Context: an optimization exercise on an open-source flow, tuned for small area. The choices shown serve that exercise and are no tape-out recipe. Only the layout flow was run in this run; the RTL was not checked for function there. No activity file was given, so power comes from the tool's default toggle rates.

**design/flow/design.v**
```verilog
package valu_op_pkg;
  typedef enum logic [2:0] {
    VOP_MUL    = 3'b000,
    VOP_MULA   = 3'b001,
    VOP_MULTAC = 3'b010,
    VOP_ADD    = 3'b011,
    VOP_SUB    = 3'b100,
    VOP_ADDAC  = 3'b101,
    VOP_MTAC   = 3'b110
  } vop_e;
  localparam logic [2:0] VOP_ILLEGAL_CODE = 3'b111;
endpackage
package valu_ctrl_pkg;
  typedef enum logic {
    MODE_FULL = 1'b0,
    MODE_HALF = 1'b1
  } elem_mode_e;
  typedef enum logic [1:0] {
    ADDEND_ZERO  = 2'd0,
    ADDEND_B     = 2'd1,
    ADDEND_ACCUM = 2'd2
  } addend_sel_e;
  typedef struct packed {
    elem_mode_e  mode;
    addend_sel_e addend_sel;
    logic        negate_b;
  } add_ctrl_t;
  typedef struct packed {
    elem_mode_e mode;
    logic       saturate;
    logic       save_to_accum;
  } round_ctrl_t;
endpackage
import valu_op_pkg::*;
module valu_decode (
  input  logic [2:0] in_op,
  output logic       is_mul,
  output logic       add_b,
  output logic       neg_b,
  output logic       use_acc,
  output logic       save
);
  assign is_mul  = (in_op == VOP_MUL) || (in_op == VOP_MULA) || (in_op == VOP_MULTAC);
  assign add_b   = (in_op == VOP_ADD) || (in_op == VOP_SUB);
  assign neg_b   = (in_op == VOP_SUB);
  assign use_acc = (in_op == VOP_MULA) || (in_op == VOP_ADDAC);
  assign save    = (in_op == VOP_MULTAC) || (in_op == VOP_MTAC);
endmodule
module valu_fa (
  input  logic x,
  input  logic y,
  input  logic z,
  output logic s,
  output logic c
);
  assign s = x ^ y ^ z;
  assign c = (x & y) | (x & z) | (y & z);
endmodule
module valu_add (
  input  logic [15:0] a,
  input  logic [15:0] b,
  input  logic        half,
  input  logic        frac,
  input  logic        is_mul,
  input  logic        add_b,
  input  logic        neg_b,
  output logic [17:0] q
);
  logic mul;
  assign mul = is_mul;
  wire n1 = b[7] & ~half;
  wire n2 = a[0] & ~half;
  wire n3 = a[1] & ~half;
  wire n4 = a[2] & ~half;
  wire n5 = a[3] & ~half;
  wire n6 = a[4] & ~half;
  wire n7 = a[5] & ~half;
  wire n8 = a[6] & ~half;
  wire n9 = a[7] & ~half;
  wire n10 = a[8] & ~half;
  wire n11 = a[9] & ~half;
  wire n12 = a[10] & ~half;
  wire n13 = a[11] & ~half;
  wire n14 = a[12] & ~half;
  wire n15 = a[13] & ~half;
  wire n16 = a[14] & ~half;
  wire n17 = a[15] & ~half;
  wire n18 = half ? a[7] : a[8];
  wire n19 = ~half;
  wire n20 = mul ? (b[0] ^ 1'b0) : 1'b1;
  wire n21 = mul & ((b[1] & ~b[0] & ~1'b0) | (~b[1] & b[0] & 1'b0));
  wire n22 = mul & b[1];
  wire n23 = n22 ^ half;
  wire n24 = n22 & ~half;
  wire n25 = ((a[0] & n20) | (1'b0 & n21)) ^ n22;
  wire n26 = ((a[1] & n20) | (a[0] & n21)) ^ n22;
  wire n27 = ((a[2] & n20) | (a[1] & n21)) ^ n22;
  wire n28 = ((a[3] & n20) | (a[2] & n21)) ^ n22;
  wire n29 = ((a[4] & n20) | (a[3] & n21)) ^ n22;
  wire n30 = ((a[5] & n20) | (a[4] & n21)) ^ n22;
  wire n31 = ((a[6] & n20) | (a[5] & n21)) ^ n22;
  wire n32 = ((a[7] & n20) | (a[6] & n21)) ^ n22;
  wire n33 = ((n18 & n20) | (a[7] & n21)) ^ n23;
  wire n34 = ((n11 & n20) | (n10 & n21)) ^ n24;
  wire n35 = ((n12 & n20) | (n11 & n21)) ^ n24;
  wire n36 = ((n13 & n20) | (n12 & n21)) ^ n24;
  wire n37 = ((n14 & n20) | (n13 & n21)) ^ n24;
  wire n38 = ((n15 & n20) | (n14 & n21)) ^ n24;
  wire n39 = ((n16 & n20) | (n15 & n21)) ^ n24;
  wire n40 = ((n17 & n20) | (n16 & n21)) ^ n24;
  wire n41 = ~(((n17 & n20) | (n17 & n21)) ^ n24);
  wire n42 = mul & (b[2] ^ b[1]);
  wire n43 = mul & ((b[3] & ~b[2] & ~b[1]) | (~b[3] & b[2] & b[1]));
  wire n44 = mul & b[3];
  wire n45 = n44 ^ half;
  wire n46 = n44 & ~half;
  wire n47 = ((a[0] & n42) | (1'b0 & n43)) ^ n44;
  wire n48 = ((a[1] & n42) | (a[0] & n43)) ^ n44;
  wire n49 = ((a[2] & n42) | (a[1] & n43)) ^ n44;
  wire n50 = ((a[3] & n42) | (a[2] & n43)) ^ n44;
  wire n51 = ((a[4] & n42) | (a[3] & n43)) ^ n44;
  wire n52 = ((a[5] & n42) | (a[4] & n43)) ^ n44;
  wire n53 = ((a[6] & n42) | (a[5] & n43)) ^ n44;
  wire n54 = ((a[7] & n42) | (a[6] & n43)) ^ n44;
  wire n55 = ((n18 & n42) | (a[7] & n43)) ^ n45;
  wire n56 = ((n11 & n42) | (n10 & n43)) ^ n46;
  wire n57 = ((n12 & n42) | (n11 & n43)) ^ n46;
  wire n58 = ((n13 & n42) | (n12 & n43)) ^ n46;
  wire n59 = ((n14 & n42) | (n13 & n43)) ^ n46;
  wire n60 = ((n15 & n42) | (n14 & n43)) ^ n46;
  wire n61 = ((n16 & n42) | (n15 & n43)) ^ n46;
  wire n62 = ((n17 & n42) | (n16 & n43)) ^ n46;
  wire n63 = ~(((n17 & n42) | (n17 & n43)) ^ n46);
  wire n64 = mul & (b[4] ^ b[3]);
  wire n65 = mul & ((b[5] & ~b[4] & ~b[3]) | (~b[5] & b[4] & b[3]));
  wire n66 = mul & b[5];
  wire n67 = n66 ^ half;
  wire n68 = n66 & ~half;
  wire n69 = ((a[0] & n64) | (1'b0 & n65)) ^ n66;
  wire n70 = ((a[1] & n64) | (a[0] & n65)) ^ n66;
  wire n71 = ((a[2] & n64) | (a[1] & n65)) ^ n66;
  wire n72 = ((a[3] & n64) | (a[2] & n65)) ^ n66;
  wire n73 = ((a[4] & n64) | (a[3] & n65)) ^ n66;
  wire n74 = ((a[5] & n64) | (a[4] & n65)) ^ n66;
  wire n75 = ((a[6] & n64) | (a[5] & n65)) ^ n66;
  wire n76 = ((a[7] & n64) | (a[6] & n65)) ^ n66;
  wire n77 = ((n18 & n64) | (a[7] & n65)) ^ n67;
  wire n78 = ((n11 & n64) | (n10 & n65)) ^ n68;
  wire n79 = ((n12 & n64) | (n11 & n65)) ^ n68;
  wire n80 = ((n13 & n64) | (n12 & n65)) ^ n68;
  wire n81 = ((n14 & n64) | (n13 & n65)) ^ n68;
  wire n82 = ((n15 & n64) | (n14 & n65)) ^ n68;
  wire n83 = ((n16 & n64) | (n15 & n65)) ^ n68;
  wire n84 = ((n17 & n64) | (n16 & n65)) ^ n68;
  wire n85 = ~(((n17 & n64) | (n17 & n65)) ^ n68);
  wire n86 = mul & (b[6] ^ b[5]);
  wire n87 = mul & ((b[7] & ~b[6] & ~b[5]) | (~b[7] & b[6] & b[5]));
  wire n88 = mul & b[7];
  wire n89 = n88 ^ half;
  wire n90 = n88 & ~half;
  wire n91 = ((a[0] & n86) | (1'b0 & n87)) ^ n88;
  wire n92 = ((a[1] & n86) | (a[0] & n87)) ^ n88;
  wire n93 = ((a[2] & n86) | (a[1] & n87)) ^ n88;
  wire n94 = ((a[3] & n86) | (a[2] & n87)) ^ n88;
  wire n95 = ((a[4] & n86) | (a[3] & n87)) ^ n88;
  wire n96 = ((a[5] & n86) | (a[4] & n87)) ^ n88;
  wire n97 = ((a[6] & n86) | (a[5] & n87)) ^ n88;
  wire n98 = ((a[7] & n86) | (a[6] & n87)) ^ n88;
  wire n99 = ((n18 & n86) | (a[7] & n87)) ^ n89;
  wire n100 = ((n11 & n86) | (n10 & n87)) ^ n90;
  wire n101 = ((n12 & n86) | (n11 & n87)) ^ n90;
  wire n102 = ((n13 & n86) | (n12 & n87)) ^ n90;
  wire n103 = ((n14 & n86) | (n13 & n87)) ^ n90;
  wire n104 = ((n15 & n86) | (n14 & n87)) ^ n90;
  wire n105 = ((n16 & n86) | (n15 & n87)) ^ n90;
  wire n106 = ((n17 & n86) | (n16 & n87)) ^ n90;
  wire n107 = ~(((n17 & n86) | (n17 & n87)) ^ n90);
  wire n108 = mul ? (b[8] ^ n1) : half;
  wire n109 = mul & ((b[9] & ~b[8] & ~n1) | (~b[9] & b[8] & n1));
  wire n110 = mul & b[9];
  wire n111 = n110 & ~half;
  wire n112 = n110 & half;
  wire n113 = ((n2 & n108) | (1'b0 & n109)) ^ n111;
  wire n114 = ((n3 & n108) | (n2 & n109)) ^ n111;
  wire n115 = ((n4 & n108) | (n3 & n109)) ^ n111;
  wire n116 = ((n5 & n108) | (n4 & n109)) ^ n111;
  wire n117 = ((n6 & n108) | (n5 & n109)) ^ n111;
  wire n118 = ((n7 & n108) | (n6 & n109)) ^ n111;
  wire n119 = ((n8 & n108) | (n7 & n109)) ^ n111;
  wire n120 = ((n9 & n108) | (n8 & n109)) ^ n111;
  wire n121 = ((a[8] & n108) | (n9 & n109)) ^ n110;
  wire n122 = ((a[9] & n108) | (a[8] & n109)) ^ n110;
  wire n123 = ((a[10] & n108) | (a[9] & n109)) ^ n110;
  wire n124 = ((a[11] & n108) | (a[10] & n109)) ^ n110;
  wire n125 = ((a[12] & n108) | (a[11] & n109)) ^ n110;
  wire n126 = ((a[13] & n108) | (a[12] & n109)) ^ n110;
  wire n127 = ((a[14] & n108) | (a[13] & n109)) ^ n110;
  wire n128 = ((a[15] & n108) | (a[14] & n109)) ^ n110;
  wire n129 = ~(((a[15] & n108) | (a[15] & n109)) ^ n110);
  wire n130 = mul & (b[10] ^ b[9]);
  wire n131 = mul & ((b[11] & ~b[10] & ~b[9]) | (~b[11] & b[10] & b[9]));
  wire n132 = mul & b[11];
  wire n133 = n132 & ~half;
  wire n134 = n132 & half;
  wire n135 = ((n2 & n130) | (1'b0 & n131)) ^ n133;
  wire n136 = ((n3 & n130) | (n2 & n131)) ^ n133;
  wire n137 = ((n4 & n130) | (n3 & n131)) ^ n133;
  wire n138 = ((n5 & n130) | (n4 & n131)) ^ n133;
  wire n139 = ((n6 & n130) | (n5 & n131)) ^ n133;
  wire n140 = ((n7 & n130) | (n6 & n131)) ^ n133;
  wire n141 = ((n8 & n130) | (n7 & n131)) ^ n133;
  wire n142 = ((n9 & n130) | (n8 & n131)) ^ n133;
  wire n143 = ((a[8] & n130) | (n9 & n131)) ^ n132;
  wire n144 = ((a[9] & n130) | (a[8] & n131)) ^ n132;
  wire n145 = ((a[10] & n130) | (a[9] & n131)) ^ n132;
  wire n146 = ((a[11] & n130) | (a[10] & n131)) ^ n132;
  wire n147 = ((a[12] & n130) | (a[11] & n131)) ^ n132;
  wire n148 = ((a[13] & n130) | (a[12] & n131)) ^ n132;
  wire n149 = ((a[14] & n130) | (a[13] & n131)) ^ n132;
  wire n150 = ((a[15] & n130) | (a[14] & n131)) ^ n132;
  wire n151 = ~(((a[15] & n130) | (a[15] & n131)) ^ n132);
  wire n152 = mul & (b[12] ^ b[11]);
  wire n153 = mul & ((b[13] & ~b[12] & ~b[11]) | (~b[13] & b[12] & b[11]));
  wire n154 = mul & b[13];
  wire n155 = n154 & ~half;
  wire n156 = n154 & half;
  wire n157 = ((n2 & n152) | (1'b0 & n153)) ^ n155;
  wire n158 = ((n3 & n152) | (n2 & n153)) ^ n155;
  wire n159 = ((n4 & n152) | (n3 & n153)) ^ n155;
  wire n160 = ((n5 & n152) | (n4 & n153)) ^ n155;
  wire n161 = ((n6 & n152) | (n5 & n153)) ^ n155;
  wire n162 = ((n7 & n152) | (n6 & n153)) ^ n155;
  wire n163 = ((n8 & n152) | (n7 & n153)) ^ n155;
  wire n164 = ((n9 & n152) | (n8 & n153)) ^ n155;
  wire n165 = ((a[8] & n152) | (n9 & n153)) ^ n154;
  wire n166 = ((a[9] & n152) | (a[8] & n153)) ^ n154;
  wire n167 = ((a[10] & n152) | (a[9] & n153)) ^ n154;
  wire n168 = ((a[11] & n152) | (a[10] & n153)) ^ n154;
  wire n169 = ((a[12] & n152) | (a[11] & n153)) ^ n154;
  wire n170 = ((a[13] & n152) | (a[12] & n153)) ^ n154;
  wire n171 = ((a[14] & n152) | (a[13] & n153)) ^ n154;
  wire n172 = ((a[15] & n152) | (a[14] & n153)) ^ n154;
  wire n173 = ~(((a[15] & n152) | (a[15] & n153)) ^ n154);
  wire n174 = mul & (b[14] ^ b[13]);
  wire n175 = mul & ((b[15] & ~b[14] & ~b[13]) | (~b[15] & b[14] & b[13]));
  wire n176 = mul & b[15];
  wire n177 = n176 & ~half;
  wire n178 = n176 & half;
  wire n179 = ((n2 & n174) | (1'b0 & n175)) ^ n177;
  wire n180 = ((n3 & n174) | (n2 & n175)) ^ n177;
  wire n181 = ((n4 & n174) | (n3 & n175)) ^ n177;
  wire n182 = ((n5 & n174) | (n4 & n175)) ^ n177;
  wire n183 = ((n6 & n174) | (n5 & n175)) ^ n177;
  wire n184 = ((n7 & n174) | (n6 & n175)) ^ n177;
  wire n185 = ((n8 & n174) | (n7 & n175)) ^ n177;
  wire n186 = ((n9 & n174) | (n8 & n175)) ^ n177;
  wire n187 = ((a[8] & n174) | (n9 & n175)) ^ n176;
  wire n188 = ((a[9] & n174) | (a[8] & n175)) ^ n176;
  wire n189 = ((a[10] & n174) | (a[9] & n175)) ^ n176;
  wire n190 = ((a[11] & n174) | (a[10] & n175)) ^ n176;
  wire n191 = ((a[12] & n174) | (a[11] & n175)) ^ n176;
  wire n192 = ((a[13] & n174) | (a[12] & n175)) ^ n176;
  wire n193 = ((a[14] & n174) | (a[13] & n175)) ^ n176;
  wire n194 = ((a[15] & n174) | (a[14] & n175)) ^ n176;
  wire n195 = ~(((a[15] & n174) | (a[15] & n175)) ^ n176);
  wire n196 = add_b & b[0];
  wire n197 = add_b & b[1];
  wire n198 = add_b & b[2];
  wire n199 = add_b & b[3];
  wire n200 = add_b & b[4];
  wire n201 = add_b & b[5];
  wire n202 = add_b & b[6];
  wire n203 = add_b & b[7];
  wire n204 = add_b & (half ? b[7] : b[8]);
  wire n205 = add_b & b[9];
  wire n206 = add_b & b[10];
  wire n207 = add_b & b[11];
  wire n208 = add_b & b[12];
  wire n209 = add_b & b[13];
  wire n210 = add_b & b[14];
  wire n211 = add_b & b[15];
  wire n212 = add_b & (half ? b[8] : b[15]);
  wire n213 = add_b & b[9];
  wire n214 = add_b & b[10];
  wire n215 = add_b & b[11];
  wire n216 = add_b & b[12];
  wire n217 = add_b & b[13];
  wire n218 = add_b & b[14];
  wire n219 = add_b & b[15];
  wire n220 = add_b & b[15];
  wire n221 = neg_b & half;
  wire n222, n223;
  valu_fa fa_n222 (.x(neg_b), .y(n22), .z(n196), .s(n222), .c(n223));
  wire n224, n225;
  valu_fa fa_n224 (.x(n197), .y(n26), .z(n223), .s(n224), .c(n225));
  wire n226, n227;
  valu_fa fa_n226 (.x(n44), .y(n198), .z(n27), .s(n226), .c(n227));
  wire n228, n229;
  valu_fa fa_n228 (.x(n47), .y(n225), .z(n226), .s(n228), .c(n229));
  wire n230, n231;
  valu_fa fa_n230 (.x(n199), .y(n28), .z(n48), .s(n230), .c(n231));
  wire n232, n233;
  valu_fa fa_n232 (.x(n227), .y(n230), .z(n229), .s(n232), .c(n233));
  wire n234, n235;
  valu_fa fa_n234 (.x(n66), .y(n200), .z(n29), .s(n234), .c(n235));
  wire n236, n237;
  valu_fa fa_n236 (.x(n49), .y(n69), .z(n231), .s(n236), .c(n237));
  wire n238, n239;
  valu_fa fa_n238 (.x(n234), .y(n236), .z(n233), .s(n238), .c(n239));
  wire n240, n241;
  valu_fa fa_n240 (.x(n201), .y(n30), .z(n50), .s(n240), .c(n241));
  wire n242, n243;
  valu_fa fa_n242 (.x(n70), .y(n235), .z(n240), .s(n242), .c(n243));
  wire n244, n245;
  valu_fa fa_n244 (.x(n237), .y(n242), .z(n239), .s(n244), .c(n245));
  wire n246, n247;
  valu_fa fa_n246 (.x(n88), .y(n202), .z(n31), .s(n246), .c(n247));
  wire n248, n249;
  valu_fa fa_n248 (.x(n51), .y(n71), .z(n91), .s(n248), .c(n249));
  wire n250, n251;
  valu_fa fa_n250 (.x(n241), .y(n246), .z(n248), .s(n250), .c(n251));
  wire n252, n253;
  valu_fa fa_n252 (.x(n243), .y(n250), .z(n245), .s(n252), .c(n253));
  wire n254, n255;
  valu_fa fa_n254 (.x(n203), .y(n32), .z(n52), .s(n254), .c(n255));
  wire n256, n257;
  valu_fa fa_n256 (.x(n72), .y(n92), .z(n247), .s(n256), .c(n257));
  wire n258, n259;
  valu_fa fa_n258 (.x(n249), .y(n254), .z(n251), .s(n258), .c(n259));
  wire n260, n261;
  valu_fa fa_n260 (.x(n256), .y(n258), .z(n253), .s(n260), .c(n261));
  wire n262, n263;
  valu_fa fa_n262 (.x(half), .y(n111), .z(n204), .s(n262), .c(n263));
  wire n264, n265;
  valu_fa fa_n264 (.x(n53), .y(n73), .z(n93), .s(n264), .c(n265));
  wire n266, n267;
  valu_fa fa_n266 (.x(n33), .y(n113), .z(n262), .s(n266), .c(n267));
  wire n268, n269;
  valu_fa fa_n268 (.x(n255), .y(n264), .z(n266), .s(n268), .c(n269));
  wire n270, n271;
  valu_fa fa_n270 (.x(n257), .y(n268), .z(n259), .s(n270), .c(n271));
  wire n272, n273;
  valu_fa fa_n272 (.x(half), .y(n205), .z(n54), .s(n272), .c(n273));
  wire n274, n275;
  valu_fa fa_n274 (.x(n74), .y(n94), .z(n263), .s(n274), .c(n275));
  wire n276, n277;
  valu_fa fa_n276 (.x(n34), .y(n114), .z(n265), .s(n276), .c(n277));
  wire n278, n279;
  valu_fa fa_n278 (.x(n267), .y(n272), .z(n274), .s(n278), .c(n279));
  wire n280, n281;
  valu_fa fa_n280 (.x(n276), .y(n269), .z(n278), .s(n280), .c(n281));
  wire n282, n283;
  valu_fa fa_n282 (.x(n133), .y(n206), .z(n75), .s(n282), .c(n283));
  wire n284, n285;
  valu_fa fa_n284 (.x(n95), .y(n35), .z(n55), .s(n284), .c(n285));
  wire n286, n287;
  valu_fa fa_n286 (.x(n115), .y(n135), .z(n273), .s(n286), .c(n287));
  wire n288, n289;
  valu_fa fa_n288 (.x(n275), .y(n282), .z(n284), .s(n288), .c(n289));
  wire n290, n291;
  valu_fa fa_n290 (.x(n277), .y(n279), .z(n286), .s(n290), .c(n291));
  wire n292, n293;
  valu_fa fa_n292 (.x(n288), .y(n281), .z(n290), .s(n292), .c(n293));
  wire n294, n295;
  valu_fa fa_n294 (.x(half), .y(n207), .z(n76), .s(n294), .c(n295));
  wire n296, n297;
  valu_fa fa_n296 (.x(n96), .y(n36), .z(n56), .s(n296), .c(n297));
  wire n298, n299;
  valu_fa fa_n298 (.x(n116), .y(n136), .z(n283), .s(n298), .c(n299));
  wire n300, n301;
  valu_fa fa_n300 (.x(n285), .y(n294), .z(n296), .s(n300), .c(n301));
  wire n302, n303;
  valu_fa fa_n302 (.x(n287), .y(n298), .z(n289), .s(n302), .c(n303));
  wire n304, n305;
  valu_fa fa_n304 (.x(n300), .y(n291), .z(n302), .s(n304), .c(n305));
  wire n306, n307;
  valu_fa fa_n306 (.x(n155), .y(n208), .z(n97), .s(n306), .c(n307));
  wire n308, n309;
  valu_fa fa_n308 (.x(n37), .y(n57), .z(n77), .s(n308), .c(n309));
  wire n310, n311;
  valu_fa fa_n310 (.x(n117), .y(n137), .z(n157), .s(n310), .c(n311));
  wire n312, n313;
  valu_fa fa_n312 (.x(n295), .y(n297), .z(n306), .s(n312), .c(n313));
  wire n314, n315;
  valu_fa fa_n314 (.x(n308), .y(n310), .z(n299), .s(n314), .c(n315));
  wire n316, n317;
  valu_fa fa_n316 (.x(n301), .y(n312), .z(n314), .s(n316), .c(n317));
  wire n318, n319;
  valu_fa fa_n318 (.x(n303), .y(n316), .z(n305), .s(n318), .c(n319));
  wire n320, n321;
  valu_fa fa_n320 (.x(half), .y(n209), .z(n98), .s(n320), .c(n321));
  wire n322, n323;
  valu_fa fa_n322 (.x(n38), .y(n58), .z(n78), .s(n322), .c(n323));
  wire n324, n325;
  valu_fa fa_n324 (.x(n118), .y(n138), .z(n158), .s(n324), .c(n325));
  wire n326, n327;
  valu_fa fa_n326 (.x(n307), .y(n309), .z(n311), .s(n326), .c(n327));
  wire n328, n329;
  valu_fa fa_n328 (.x(n320), .y(n322), .z(n324), .s(n328), .c(n329));
  wire n330, n331;
  valu_fa fa_n330 (.x(n313), .y(n326), .z(n328), .s(n330), .c(n331));
  wire n332, n333;
  valu_fa fa_n332 (.x(n315), .y(n330), .z(n317), .s(n332), .c(n333));
  wire n334, n335;
  valu_fa fa_n334 (.x(n177), .y(n210), .z(n39), .s(n334), .c(n335));
  wire n336, n337;
  valu_fa fa_n336 (.x(n59), .y(n79), .z(n99), .s(n336), .c(n337));
  wire n338, n339;
  valu_fa fa_n338 (.x(n119), .y(n139), .z(n159), .s(n338), .c(n339));
  wire n340, n341;
  valu_fa fa_n340 (.x(n179), .y(n321), .z(n323), .s(n340), .c(n341));
  wire n342, n343;
  valu_fa fa_n342 (.x(n325), .y(n334), .z(n336), .s(n342), .c(n343));
  wire n344, n345;
  valu_fa fa_n344 (.x(n338), .y(n327), .z(n329), .s(n344), .c(n345));
  wire n346, n347;
  valu_fa fa_n346 (.x(n340), .y(n342), .z(n331), .s(n346), .c(n347));
  wire n348, n349;
  valu_fa fa_n348 (.x(n344), .y(n346), .z(n333), .s(n348), .c(n349));
  wire n350, n351;
  valu_fa fa_n350 (.x(half), .y(n211), .z(n40), .s(n350), .c(n351));
  wire n352 = n351 & ~half;
  wire n353, n354;
  valu_fa fa_n353 (.x(n60), .y(n80), .z(n100), .s(n353), .c(n354));
  wire n355 = n354 & ~half;
  wire n356, n357;
  valu_fa fa_n356 (.x(n120), .y(n140), .z(n160), .s(n356), .c(n357));
  wire n358 = n357 & ~half;
  wire n359, n360;
  valu_fa fa_n359 (.x(n180), .y(n335), .z(n337), .s(n359), .c(n360));
  wire n361 = n360 & ~half;
  wire n362, n363;
  valu_fa fa_n362 (.x(n339), .y(n350), .z(n353), .s(n362), .c(n363));
  wire n364 = n363 & ~half;
  wire n365, n366;
  valu_fa fa_n365 (.x(n356), .y(n341), .z(n343), .s(n365), .c(n366));
  wire n367 = n366 & ~half;
  wire n368, n369;
  valu_fa fa_n368 (.x(n359), .y(n362), .z(n345), .s(n368), .c(n369));
  wire n370 = n369 & ~half;
  wire n371, n372;
  valu_fa fa_n371 (.x(n365), .y(n347), .z(n368), .s(n371), .c(n372));
  wire n373 = n372 & ~half;
  wire n374 = ~(n221 ^ n112);
  wire n375 = n221 | n112;
  wire n376, n377;
  valu_fa fa_n376 (.x(n212), .y(n41), .z(n61), .s(n376), .c(n377));
  wire n378, n379;
  valu_fa fa_n378 (.x(n81), .y(n101), .z(n121), .s(n378), .c(n379));
  wire n380, n381;
  valu_fa fa_n380 (.x(n141), .y(n161), .z(n181), .s(n380), .c(n381));
  wire n382, n383;
  valu_fa fa_n382 (.x(n374), .y(n376), .z(n378), .s(n382), .c(n383));
  wire n384, n385;
  valu_fa fa_n384 (.x(n380), .y(n352), .z(n355), .s(n384), .c(n385));
  wire n386, n387;
  valu_fa fa_n386 (.x(n358), .y(n382), .z(n361), .s(n386), .c(n387));
  wire n388, n389;
  valu_fa fa_n388 (.x(n364), .y(n384), .z(n386), .s(n388), .c(n389));
  wire n390, n391;
  valu_fa fa_n390 (.x(n367), .y(n370), .z(n388), .s(n390), .c(n391));
  wire n392 = ~(n213 ^ n122);
  wire n393 = n213 | n122;
  wire n394, n395;
  valu_fa fa_n394 (.x(n375), .y(n62), .z(n82), .s(n394), .c(n395));
  wire n396, n397;
  valu_fa fa_n396 (.x(n102), .y(n142), .z(n162), .s(n396), .c(n397));
  wire n398, n399;
  valu_fa fa_n398 (.x(n182), .y(n377), .z(n379), .s(n398), .c(n399));
  wire n400, n401;
  valu_fa fa_n400 (.x(n381), .y(n392), .z(n394), .s(n400), .c(n401));
  wire n402, n403;
  valu_fa fa_n402 (.x(n396), .y(n383), .z(n398), .s(n402), .c(n403));
  wire n404, n405;
  valu_fa fa_n404 (.x(n400), .y(n385), .z(n402), .s(n404), .c(n405));
  wire n406, n407;
  valu_fa fa_n406 (.x(n387), .y(n404), .z(n389), .s(n406), .c(n407));
  wire n408, n409;
  valu_fa fa_n408 (.x(n134), .y(n214), .z(n123), .s(n408), .c(n409));
  wire n410, n411;
  valu_fa fa_n410 (.x(n63), .y(n83), .z(n103), .s(n410), .c(n411));
  wire n412, n413;
  valu_fa fa_n412 (.x(n143), .y(n163), .z(n183), .s(n412), .c(n413));
  wire n414, n415;
  valu_fa fa_n414 (.x(n393), .y(n395), .z(n397), .s(n414), .c(n415));
  wire n416, n417;
  valu_fa fa_n416 (.x(n408), .y(n410), .z(n412), .s(n416), .c(n417));
  wire n418, n419;
  valu_fa fa_n418 (.x(n399), .y(n401), .z(n414), .s(n418), .c(n419));
  wire n420, n421;
  valu_fa fa_n420 (.x(n416), .y(n403), .z(n418), .s(n420), .c(n421));
  wire n422, n423;
  valu_fa fa_n422 (.x(n405), .y(n420), .z(n407), .s(n422), .c(n423));
  wire n424 = ~(n215 ^ n124);
  wire n425 = n215 | n124;
  wire n426, n427;
  valu_fa fa_n426 (.x(n144), .y(n84), .z(n104), .s(n426), .c(n427));
  wire n428, n429;
  valu_fa fa_n428 (.x(n164), .y(n184), .z(n409), .s(n428), .c(n429));
  wire n430, n431;
  valu_fa fa_n430 (.x(n411), .y(n413), .z(n424), .s(n430), .c(n431));
  wire n432, n433;
  valu_fa fa_n432 (.x(n426), .y(n415), .z(n428), .s(n432), .c(n433));
  wire n434, n435;
  valu_fa fa_n434 (.x(n417), .y(n430), .z(n419), .s(n434), .c(n435));
  wire n436, n437;
  valu_fa fa_n436 (.x(n432), .y(n421), .z(n434), .s(n436), .c(n437));
  wire n438, n439;
  valu_fa fa_n438 (.x(n156), .y(n216), .z(n125), .s(n438), .c(n439));
  wire n440, n441;
  valu_fa fa_n440 (.x(n145), .y(n85), .z(n105), .s(n440), .c(n441));
  wire n442, n443;
  valu_fa fa_n442 (.x(n165), .y(n185), .z(n425), .s(n442), .c(n443));
  wire n444, n445;
  valu_fa fa_n444 (.x(n427), .y(n438), .z(n440), .s(n444), .c(n445));
  wire n446, n447;
  valu_fa fa_n446 (.x(n429), .y(n431), .z(n442), .s(n446), .c(n447));
  wire n448, n449;
  valu_fa fa_n448 (.x(n444), .y(n433), .z(n446), .s(n448), .c(n449));
  wire n450, n451;
  valu_fa fa_n450 (.x(n435), .y(n448), .z(n437), .s(n450), .c(n451));
  wire n452 = ~(n217 ^ n126);
  wire n453 = n217 | n126;
  wire n454, n455;
  valu_fa fa_n454 (.x(n146), .y(n166), .z(n106), .s(n454), .c(n455));
  wire n456, n457;
  valu_fa fa_n456 (.x(n186), .y(n439), .z(n441), .s(n456), .c(n457));
  wire n458, n459;
  valu_fa fa_n458 (.x(n452), .y(n454), .z(n443), .s(n458), .c(n459));
  wire n460, n461;
  valu_fa fa_n460 (.x(n445), .y(n456), .z(n447), .s(n460), .c(n461));
  wire n462, n463;
  valu_fa fa_n462 (.x(n458), .y(n460), .z(n449), .s(n462), .c(n463));
  wire n464, n465;
  valu_fa fa_n464 (.x(n178), .y(n218), .z(n127), .s(n464), .c(n465));
  wire n466, n467;
  valu_fa fa_n466 (.x(n147), .y(n167), .z(n107), .s(n466), .c(n467));
  wire n468, n469;
  valu_fa fa_n468 (.x(n187), .y(n453), .z(n455), .s(n468), .c(n469));
  wire n470, n471;
  valu_fa fa_n470 (.x(n464), .y(n466), .z(n457), .s(n470), .c(n471));
  wire n472, n473;
  valu_fa fa_n472 (.x(n468), .y(n459), .z(n470), .s(n472), .c(n473));
  wire n474, n475;
  valu_fa fa_n474 (.x(n461), .y(n472), .z(n463), .s(n474), .c(n475));
  wire n476 = ~(n219 ^ n128);
  wire n477 = n219 | n128;
  wire n478, n479;
  valu_fa fa_n478 (.x(n148), .y(n168), .z(n188), .s(n478), .c(n479));
  wire n480, n481;
  valu_fa fa_n480 (.x(n465), .y(n467), .z(n476), .s(n480), .c(n481));
  wire n482, n483;
  valu_fa fa_n482 (.x(n478), .y(n469), .z(n480), .s(n482), .c(n483));
  wire n484, n485;
  valu_fa fa_n484 (.x(n471), .y(n482), .z(n473), .s(n484), .c(n485));
  wire n486, n487;
  valu_fa fa_n486 (.x(n220), .y(n129), .z(n149), .s(n486), .c(n487));
  wire n488, n489;
  valu_fa fa_n488 (.x(n169), .y(n189), .z(n477), .s(n488), .c(n489));
  wire n490, n491;
  valu_fa fa_n490 (.x(n479), .y(n486), .z(n481), .s(n490), .c(n491));
  wire n492, n493;
  valu_fa fa_n492 (.x(n488), .y(n483), .z(n490), .s(n492), .c(n493));
  wire n494 = ~(n150 ^ n170);
  wire n495 = n150 | n170;
  wire n496, n497;
  valu_fa fa_n496 (.x(n190), .y(n487), .z(n494), .s(n496), .c(n497));
  wire n498, n499;
  valu_fa fa_n498 (.x(n489), .y(n496), .z(n491), .s(n498), .c(n499));
  wire n500, n501;
  valu_fa fa_n500 (.x(n151), .y(n171), .z(n191), .s(n500), .c(n501));
  wire n502, n503;
  valu_fa fa_n502 (.x(n495), .y(n500), .z(n497), .s(n502), .c(n503));
  wire n504 = ~(n172 ^ n192);
  wire n505 = n172 | n192;
  wire n506, n507;
  valu_fa fa_n506 (.x(n501), .y(n504), .z(n503), .s(n506), .c(n507));
  wire n508, n509;
  valu_fa fa_n508 (.x(n173), .y(n193), .z(n505), .s(n508), .c(n509));
  wire n510 = ~(n194 ^ n509);
  wire n511 = n194 | n509;
  wire n512 = n25 ^ n222;
  wire n513 = n25 & n222;
  wire n514 = n224 ^ n513;
  wire n515 = n224 & n513;
  wire n516 = n228 ^ n515;
  wire n517 = n228 & n515;
  wire n518 = n232 ^ n517;
  wire n519 = n232 & n517;
  wire n520 = n238 ^ n519;
  wire n521 = n238 & n519;
  wire n522 = n244 ^ n521;
  wire n523 = n244 & n521;
  wire n524 = n252 & 1'b0;
  wire n525 = n252 ^ 1'b0;
  wire n526 = n260 & 1'b0;
  wire n527 = n260 ^ 1'b0;
  wire n528 = n261 & n270;
  wire n529 = n261 ^ n270;
  wire n530 = n271 & n280;
  wire n531 = n271 ^ n280;
  wire n532 = n292 & 1'b0;
  wire n533 = n292 ^ 1'b0;
  wire n534 = n293 & n304;
  wire n535 = n293 ^ n304;
  wire n536 = n318 & 1'b0;
  wire n537 = n318 ^ 1'b0;
  wire n538 = n319 & n332;
  wire n539 = n319 ^ n332;
  wire n540 = n348 & 1'b0;
  wire n541 = n348 ^ 1'b0;
  wire n542 = n349 & n371;
  wire n543 = n349 ^ n371;
  wire n544 = n542 & ~half;
  wire n545 = n543 & ~half;
  wire n546 = n373 & n390;
  wire n547 = n373 ^ n390;
  wire n548 = n391 & n406;
  wire n549 = n391 ^ n406;
  wire n550 = n422 & 1'b0;
  wire n551 = n422 ^ 1'b0;
  wire n552 = n423 & n436;
  wire n553 = n423 ^ n436;
  wire n554 = n450 & 1'b0;
  wire n555 = n450 ^ 1'b0;
  wire n556 = n451 & n462;
  wire n557 = n451 ^ n462;
  wire n558 = n474 & 1'b0;
  wire n559 = n474 ^ 1'b0;
  wire n560 = n475 & n484;
  wire n561 = n475 ^ n484;
  wire n562 = n485 & n492;
  wire n563 = n485 ^ n492;
  wire n564 = n493 & n498;
  wire n565 = n493 ^ n498;
  wire n566 = n499 & n502;
  wire n567 = n499 ^ n502;
  wire n568 = n506 & 1'b0;
  wire n569 = n506 ^ 1'b0;
  wire n570 = n507 & n508;
  wire n571 = n507 ^ n508;
  wire n572 = n510 & 1'b0;
  wire n573 = n510 ^ 1'b0;
  wire n574 = n195 & n511;
  wire n575 = n195 ^ n511;
  wire n576 = 1'b1 & 1'b0;
  wire n577 = 1'b1 ^ 1'b0;
  wire n578 = n524 | (n525 & n523);
  wire n579 = n526 | (n527 & n578);
  wire n580 = n527 & n525;
  wire n581 = n530 | (n531 & n528);
  wire n582 = n531 & n529;
  wire n583 = n534 | (n535 & n532);
  wire n584 = n535 & n533;
  wire n585 = n538 | (n539 & n536);
  wire n586 = n539 & n537;
  wire n587 = n544 | (n545 & n540);
  wire n588 = n545 & n541;
  wire n589 = n548 | (n549 & n546);
  wire n590 = n549 & n547;
  wire n591 = n552 | (n553 & n550);
  wire n592 = n553 & n551;
  wire n593 = n556 | (n557 & n554);
  wire n594 = n557 & n555;
  wire n595 = n560 | (n561 & n558);
  wire n596 = n561 & n559;
  wire n597 = n564 | (n565 & n562);
  wire n598 = n565 & n563;
  wire n599 = n568 | (n569 & n566);
  wire n600 = n569 & n567;
  wire n601 = n572 | (n573 & n570);
  wire n602 = n573 & n571;
  wire n603 = n576 | (n577 & n574);
  wire n604 = n577 & n575;
  wire n605 = n528 | (n529 & n579);
  wire n606 = n529 & n580;
  wire n607 = n581 | (n582 & n579);
  wire n608 = n582 & n580;
  wire n609 = n536 | (n537 & n583);
  wire n610 = n537 & n584;
  wire n611 = n585 | (n586 & n583);
  wire n612 = n586 & n584;
  wire n613 = n546 | (n547 & n587);
  wire n614 = n547 & n588;
  wire n615 = n589 | (n590 & n587);
  wire n616 = n590 & n588;
  wire n617 = n554 | (n555 & n591);
  wire n618 = n555 & n592;
  wire n619 = n593 | (n594 & n591);
  wire n620 = n594 & n592;
  wire n621 = n562 | (n563 & n595);
  wire n622 = n563 & n596;
  wire n623 = n597 | (n598 & n595);
  wire n624 = n598 & n596;
  wire n625 = n570 | (n571 & n599);
  wire n626 = n571 & n600;
  wire n627 = n601 | (n602 & n599);
  wire n628 = n602 & n600;
  wire n629 = n532 | (n533 & n607);
  wire n630 = n533 & n608;
  wire n631 = n583 | (n584 & n607);
  wire n632 = n584 & n608;
  wire n633 = n609 | (n610 & n607);
  wire n634 = n610 & n608;
  wire n635 = n611 | (n612 & n607);
  wire n636 = n612 & n608;
  wire n637 = n550 | (n551 & n615);
  wire n638 = n551 & n616;
  wire n639 = n591 | (n592 & n615);
  wire n640 = n592 & n616;
  wire n641 = n617 | (n618 & n615);
  wire n642 = n618 & n616;
  wire n643 = n619 | (n620 & n615);
  wire n644 = n620 & n616;
  wire n645 = n566 | (n567 & n623);
  wire n646 = n567 & n624;
  wire n647 = n599 | (n600 & n623);
  wire n648 = n600 & n624;
  wire n649 = n625 | (n626 & n623);
  wire n650 = n626 & n624;
  wire n651 = n627 | (n628 & n623);
  wire n652 = n628 & n624;
  wire n653 = n540 | (n541 & n635);
  wire n654 = n541 & n636;
  wire n655 = n587 | (n588 & n635);
  wire n656 = n588 & n636;
  wire n657 = n613 | (n614 & n635);
  wire n658 = n614 & n636;
  wire n659 = n615 | (n616 & n635);
  wire n660 = n616 & n636;
  wire n661 = n637 | (n638 & n635);
  wire n662 = n638 & n636;
  wire n663 = n639 | (n640 & n635);
  wire n664 = n640 & n636;
  wire n665 = n641 | (n642 & n635);
  wire n666 = n642 & n636;
  wire n667 = n643 | (n644 & n635);
  wire n668 = n644 & n636;
  wire n669 = n574 | (n575 & n651);
  wire n670 = n575 & n652;
  wire n671 = n603 | (n604 & n651);
  wire n672 = n604 & n652;
  wire n673 = n558 | (n559 & n667);
  wire n674 = n559 & n668;
  wire n675 = n595 | (n596 & n667);
  wire n676 = n596 & n668;
  wire n677 = n621 | (n622 & n667);
  wire n678 = n622 & n668;
  wire n679 = n623 | (n624 & n667);
  wire n680 = n624 & n668;
  wire n681 = n645 | (n646 & n667);
  wire n682 = n646 & n668;
  wire n683 = n647 | (n648 & n667);
  wire n684 = n648 & n668;
  wire n685 = n649 | (n650 & n667);
  wire n686 = n650 & n668;
  wire n687 = n651 | (n652 & n667);
  wire n688 = n652 & n668;
  wire n689 = n669 | (n670 & n667);
  wire n690 = n670 & n668;
  wire n691 = n671 | (n672 & n667);
  wire n692 = n672 & n668;
  wire n693 = n525 ^ n523;
  wire n694 = n527 ^ n578;
  wire n695 = n529 ^ n579;
  wire n696 = n531 ^ n605;
  wire n697 = n533 ^ n607;
  wire n698 = n535 ^ n629;
  wire n699 = n537 ^ n631;
  wire n700 = n539 ^ n633;
  wire n701 = n541 ^ n635;
  wire n702 = n543 ^ n653;
  wire n703 = n547 ^ n655;
  wire n704 = n549 ^ n657;
  wire n705 = n551 ^ n659;
  wire n706 = n553 ^ n661;
  wire n707 = n555 ^ n663;
  wire n708 = n557 ^ n665;
  wire n709 = n559 ^ n667;
  wire n710 = n561 ^ n673;
  wire n711 = n563 ^ n675;
  wire n712 = n565 ^ n677;
  wire n713 = n567 ^ n679;
  wire n714 = n569 ^ n681;
  wire n715 = n571 ^ n683;
  wire n716 = n573 ^ n685;
  wire n717 = n575 ^ n687;
  wire n718 = n577 ^ n689;
  logic [31:0] p;
  assign p = {n718, n717, n716, n715, n714, n713, n712, n711, n710, n709, n708, n707, n706, n705, n704, n703, n702, n701, n700, n699, n698, n697, n696, n695, n694, n693, n522, n520, n518, n516, n514, n512};
  logic shift;
  assign shift = is_mul && frac;
  always_comb begin
    for (int k = 0; k < 8; k++) begin
      if (shift) q[k] = half ? p[7+k] : p[15+k];
      else       q[k] = p[k];
      if (shift)     q[9+k] = p[23+k];
      else if (half) q[9+k] = p[16+k];
      else           q[9+k] = p[8+k];
    end
    if (!half)      q[8] = 1'b1;
    else if (shift) q[8] = p[15];
    else            q[8] = p[8];
    if (is_mul)     q[17] = p[31];
    else if (half)  q[17] = p[24];
    else            q[17] = p[16];
  end
endmodule
module valu_round (
  input  logic [17:0] q,
  input  logic [15:0] acc,
  input  logic        use_acc,
  input  logic        half,
  input  logic        frac,
  output logic [15:0] r
);
  logic [17:0] d;
  logic [17:0] s;
  logic [18:0] c;
  logic        sat_hi, sat_lo;
  assign d = {acc[15], acc[15:8], half & acc[7], acc[7:0]} & {18{use_acc}};
  assign c[0] = 1'b0;
  assign s[0] = q[0] ^ d[0];
  assign c[1] = q[0] & d[0];
  for (genvar i = 1; i < 18; i++) begin : g_bit
    if (i == 8) begin : g_top
      assign s[i] = q[i] ^ d[i] ^ c[i];
    end else begin : g_fa
      valu_fa valu_fa_i (.x(q[i]), .y(d[i]), .z(c[i]), .s(s[i]), .c(c[i+1]));
    end
  end
  logic [7:0] gg, pp;
  logic [3:0] g2, p2;
  logic [1:0] g4;
  assign gg = q[7:0] & d[7:0];
  assign pp = q[7:0] | d[7:0];
  for (genvar k = 0; k < 4; k++) begin : g_la2
    assign g2[k] = gg[2*k+1] | (pp[2*k+1] & gg[2*k]);
    assign p2[k] = pp[2*k+1] & pp[2*k];
  end
  assign g4[0] = g2[1] | (p2[1] & g2[0]);
  assign g4[1] = g2[3] | (p2[3] & g2[2]);
  assign c[9]  = ~half & (g4[1] | (p2[3] & p2[2] & g4[0]));
  assign sat_hi = frac && (s[17] != s[16]);
  assign sat_lo = frac && (s[8] != s[7]);
  always_comb begin
    r[15:8] = sat_hi ? {s[17], {7{~s[17]}}} : s[16:9];
    if (half) r[7:0] = sat_lo ? {s[8], {7{~s[8]}}} : s[7:0];
    else      r[7:0] = sat_hi ? {8{~s[17]}} : s[7:0];
  end
endmodule
import valu_op_pkg::*;
module valu_top (
  input  logic                   clk,
  input  logic                   reset,
  input  logic                   in_valid,
  input  valu_op_pkg::vop_e      in_op,
  input  logic                   in_frac,
  input  logic                   in_half,
  input  logic [(4 * 16)-1:0] in_a,
  input  logic [(4 * 16)-1:0] in_b,
  output logic                   result_valid,
  output logic [(4 * 16)-1:0] result
);
  logic [63:0]     a0, b0;
  logic            frac0, half0;
  logic            is_mul, add_b, neg_b, use_acc, save;
  logic            mul0, add_b0, neg_b0, use_acc0, save0;
  logic [4*18-1:0] q_next, q1;
  logic [63:0]     r_next, r2;
  logic [63:0]     acc;
  logic            v0, v1, v2;
  logic            frac1, half1, acc1, save1;
  valu_decode valu_decode_i (.in_op, .is_mul, .add_b, .neg_b, .use_acc, .save);
  for (genvar l = 0; l < 4; l++) begin : g_lane
    valu_add valu_add_i (
      .a(a0[16*l +: 16]), .b(b0[16*l +: 16]), .half(half0), .frac(frac0),
      .is_mul(mul0), .add_b(add_b0), .neg_b(neg_b0), .q(q_next[18*l +: 18])
    );
    valu_round valu_round_i (
      .q(q1[18*l +: 18]), .acc(acc[16*l +: 16]), .use_acc(acc1), .half(half1), .frac(frac1),
      .r(r_next[16*l +: 16])
    );
  end
  always_ff @(posedge clk or posedge reset) begin
    if (reset) begin
      v0           <= 1'b0;
      v1           <= 1'b0;
      v2           <= 1'b0;
      result_valid <= 1'b0;
      acc          <= '0;
    end else begin
      v0           <= in_valid;
      v1           <= v0;
      v2           <= v1;
      result_valid <= v2;
      if (v1 && save1) acc <= r_next;
    end
  end
  always_ff @(posedge clk) begin
    a0     <= in_a;
    b0     <= in_b ^ {64{neg_b}};
    mul0     <= is_mul;
    add_b0   <= add_b;
    neg_b0   <= neg_b;
    use_acc0 <= use_acc;
    save0    <= save;
    frac0  <= in_frac;
    half0  <= in_half;
    q1     <= q_next;
    frac1  <= frac0;
    half1  <= half0;
    acc1   <= use_acc0;
    save1  <= save0;
    r2     <= r_next;
    result <= r2;
  end
endmodule
```
**design/flow/flow/run.sh**
```bash
#!/bin/bash
# The standard layout with the standard synthesis unchanged, with two changes:
#  - the port buffers are plain buf_1 cells (buffer_ports otherwise picks a delay-buffer cell)
#  - clock tree synthesis adds no dummy loads at the clock tree leaves
# The make output (every tool's log is also kept under orfs/logs) goes to standard.log.
set -euo pipefail
bash standard.sh \
  BUFFER_PORTS_ARGS="-buffer_cell sky130_fd_sc_hd__buf_1" \
  CTS_ARGS="-sink_clustering_enable -repair_clock_nets -dont_use_dummy_load" \
  finish > standard.log 2>&1
```
**design/flow/standard.sh**
```bash
#!/bin/bash
# synth_recipe.tcl (not shown) runs the flow's synth.tcl, then flattens the netlist and writes it again
# the make line also repeats each setting of config.mk as NAME=value (left out here)
make -C /OpenROAD-flow-scripts/flow DESIGN_CONFIG=/design/flow/config.mk WORK_HOME=/design/flow/orfs CLKGATE_MAP_FILE= SYNTH_SCRIPT=/design/flow/synth_recipe.tcl "${@:-finish}"
```
**design/flow/config.mk**
```make
export PLATFORM = sky130hd
export DESIGN_NAME = valu_top
export DESIGN_NICKNAME = valu_top
export VERILOG_FILES = /design/flow/design.v
export SDC_FILE = /design/flow/constraint.sdc
export NUM_CORES = 4
export LEC_CHECK = 0
export ABC_AREA = 1
export CAP_MARGIN = 20
export CORE_MARGIN = 2
export CORE_UTILIZATION = 40
export SLEW_MARGIN = 20
export SYNTH_HIERARCHICAL = 1
```
**design/flow/constraint.sdc**
```tcl
create_clock -name core_clock -period 7.0 [get_ports {clk}]
set_input_delay 1.4000 -clock core_clock [delete_from_list [all_inputs] [get_ports {clk}]]
set_output_delay 1.4000 -clock core_clock [all_outputs]
set_load 0.01 [all_outputs]
```
==> summary.txt <==
## metrics by stage
| step | std cells | hold slack [ps] | power, mW | utilization (%) |
|---|---|---|---|---|
| 5_1_grt | 6700 | 316 | 22.9 | 43.5 |
| 4_1_cts | 6697 | 319 | 20.8 | 43.4 |
| 6_report | 6700 | 315 | 20.8 | 43.5 |
| 3_3_place_gp | 6649 | 311 | 18.4 | 42.3 |
| 3_5_place_dp | 6649 | 312 | 18.6 | 42.3 |
| 2_1_floorplan | 5126 | 310 | 14.6 | - |
## state kept, by name, indices dropped and copies added (netlist names), 64 cells and up
signal,cells
result,64
r2,64
a0,64
acc,64
q1,72
b0,64
## per-module statistics from Yosys (local to each module, per instance)
module	cell area, µm²	times used	flip-flops and latches	cells
valu_round	653	4	0	151
valu_fa	20.0	596	0	1
valu_top	10600	1	407	891
valu_decode	43.8	1	0	11
valu_add	4520	4	0	756
## report_power, final
group | internal, mW | switching (mW)
clock network | 1.19 | 0.940
logic | 5.81 | 9.02
registers | 3.25 | 0.541
total | 10.3 | 10.5
## synthesized netlist by cell type, drive strengths merged
master / n
nand2: 1199
inv: 710
fa: 600
xor2: 544
o22ai: 464
dfxtp: 339
nor2: 239
nand3: 217
ha: 156
buf: 129
o21ai: 124
a21oi: 117
dfrtp: 68
clkbuf: 56
xnor2: 36
nor3: 32
o21bai: 20
or2: 20
a31oi: 16
clkinv: 12
nand4: 12
a21boi: 4
a22oi: 4
nor4: 4
o31ai: 4
## how the worst max path moves through the flow
stage,start,to,cells past startpoint
final,b0[7],q1[16],27
after global routing,mul0,q1[34],25
after CTS,mul0,q1[16],26
after detailed placement,mul0,q1[16],26
after global placement,mul0,q1[16],26
after floorplan,half0,q1[16],25
## metal layers
metal / routed length (µm) / track usage, %
met5: 12 / 0
met4: 4010 / 6.75
met3: 9980 / 3.71
met2: 59000 / 37.3
met1: 58800 / 33.3
## final cells by class
cell class	count	area [µm²]	share of cell area (%)
inverter	722	2710	5.82
tap	1403	1760	3.77
sequential	407	8500	18.2
timing repair buffer	308	1610	3.46
clock buffer	48	1200	2.58
multi-input combinational	3812	30800	66.1
## worst max-delay path, cell delays in order (launching register included)
cell and delay (ps):
dfxtp_1 450, inv_1 180, nor2_2 270, or2_1 180
nand3_2 220, o21ai_0 160, clkinv_1 100, o22ai_1 240
xor2_1 270, fa_1 490, fa_1 440, fa_1 570
fa_1 450, fa_1 460, fa_1 400, ha_1 330
nand2_1 90, nor2_1 150, inv_1 60, nor2_1 100
nand2_1 60, nand2_1 200, ha_1 220, xor2_1 200
nand2_1 70, nand2_1 60, nand2_1 40, o21ai_0 80
## cells by family after synthesis
group,after synthesis,synth area share [%]
and+or+nand+nor,1723,16.9
AOI/OAI and AO/OA,753,10.3
xor gates and xnor gates,580,11.7
adders and majority gates,756,32.3
DFF,407,19.6
buffers and inverters,907,9.19
## timing repair
action	in CTS	in global routing
resized for setup	0	2
endpoints found under the setup margin	0	7
setup buffers	0	3
==> impl_metrics.yaml <==
route:
  avgViaCountPerCell: 5.28
  drc: 0
  drtIter0Drc: 3221
  final_antenna_net_count: 0
  totalWireLength_um: 132000
  first_pass_iters: 5
  dr_total_vias: 35400
  wl_per_cell_um: 19.7
placed_design:
  place_area_um2: 45400
  place_ws_ps: 239
  post-dp-hpwl_um: 105000
  gp_congestion: 0.949
  portBuffers: 200
clocking:
  cts_tree: "done"
  hold_buffers: 0
  cts-root-buf: "clkbuf_16"
  cts_max_path_buffers: 3
  h-tree-depth: 2
  clk_transition_reported_paths_ps: 60
  numCtsBuffers: 48
  cts_sinks: 407
  clkLatencyLatePin_ps: 620
setup_path:
  start_kind: "register"
  r2r_start: "b0[7]"
  r2r_slack_ps: 370
  required_ps: 7520
  critPathArrivalTime_ps: 7150
  cp_max_fo: 9
  end_kind: "register"
  r2r_cells: 27
  path_class: "reg -> reg"
  worst_r2r_endpoint: "q1[16]"
cells_and_area:
  drive_gt1_share_pct: 7.55
  nFillCells: 10800
  final_common_cell: "nand2_1"
  synthToLayoutAreaGrowth_pct: 7.69
  stdcell_area_um2: 46600
  nets: 6191
  final_cell_mix: "1162 x nand2_1, 600 x fa_1, 595 x inv_1, 544 x xor2_1, 464 x o22ai_1"
  diodes: 0
min_path:
  holdPathStages: 0
  min_from: "r2[48]"
  hold_path_class: "reg -> reg"
  worstHoldEndpoint: "result[48]"
sta:
  slew_headroom_pct: 28.5
  fmax_ghz: 0.151
  final_hold_viol_count: 0
  finalMaxSlewViolations: 0
  finalWorstSetupSlack_ps: 368
  rsz0062_at_grt: "no"
  skew_ps: 47.6
  worst_pin_slew_ps: 1070
  final.min_clock_period_ps: 6630
  fin_tns_setup_ps: 0
  setup_viol: 0
  fin_crit_sh_pct: 94.7
grt:
  grt_pass1_wl_um: 206000
  antenna_found_initial: 4
  grt_max_degree: 66
  grtUsageTotal_pct: 23.6
  overflow: 0
  first_global_vias: 35100
floorplan:
  rows: 120
  dieArea_um2: 111000
  die_x_um: 333
  pin_count: 201
  core-area_um2: 107000
  die_y_um: 333
  floorplan.initialDensity_pct: 40.4
synth:
  synth_top_cell_area_share_pct: 27.8
  synth-seq-cells: 407
  synth_area_leader_cell: "fa_1"
  syn-instance-count: 5126
  syn_area_um2: 43300
  syn-num-nets: 6018
  yosysUniqueCellTypes: 39
  synth_area_leaders: "fa_1 28%, dfxtp_1 16%, xor2_1 11%"
  avgSynthCellArea_um2: 8.44
  yosys_warnings: 9
  seq_area_frac_synth_pct: 19.6
power:
  power_density_nw_per_um2: 445
  p_leak_nw: 24.5
  ir_drop_mv: 0.280
flow_run:
  maxCapViolations: 0
status:
  status: "complete, no violations"

port drivers added, routing unchanged:
How much do the figures lean on ideal ports? The routed layout below was timed once more, with nothing changed but the port constraints.
Step 1, drivers: a clkbuf_16 drives clk and a buf_2 each remaining input, both assumed.
Step 2, shift: input delay + t, output delay - t, t = (earliest + latest rising clock arrival at the registers) / 2. This alone moves slack from input paths to output paths.
Slacks: ideal ports / drivers / drivers and shift; pairs: ideal ports / drivers.
t (ns): 0.671
setup WS [ns]: 0.368 / 0.368 / 0.368
slew at the worst register clock pin (ns): 0.06 / 0.06
pins driven straight from the clock port: 1
After both steps this run still meets setup and hold. For this run, drivers alone change the setup slack by 0.000 ns; drivers and shift together by 0.000 ns.
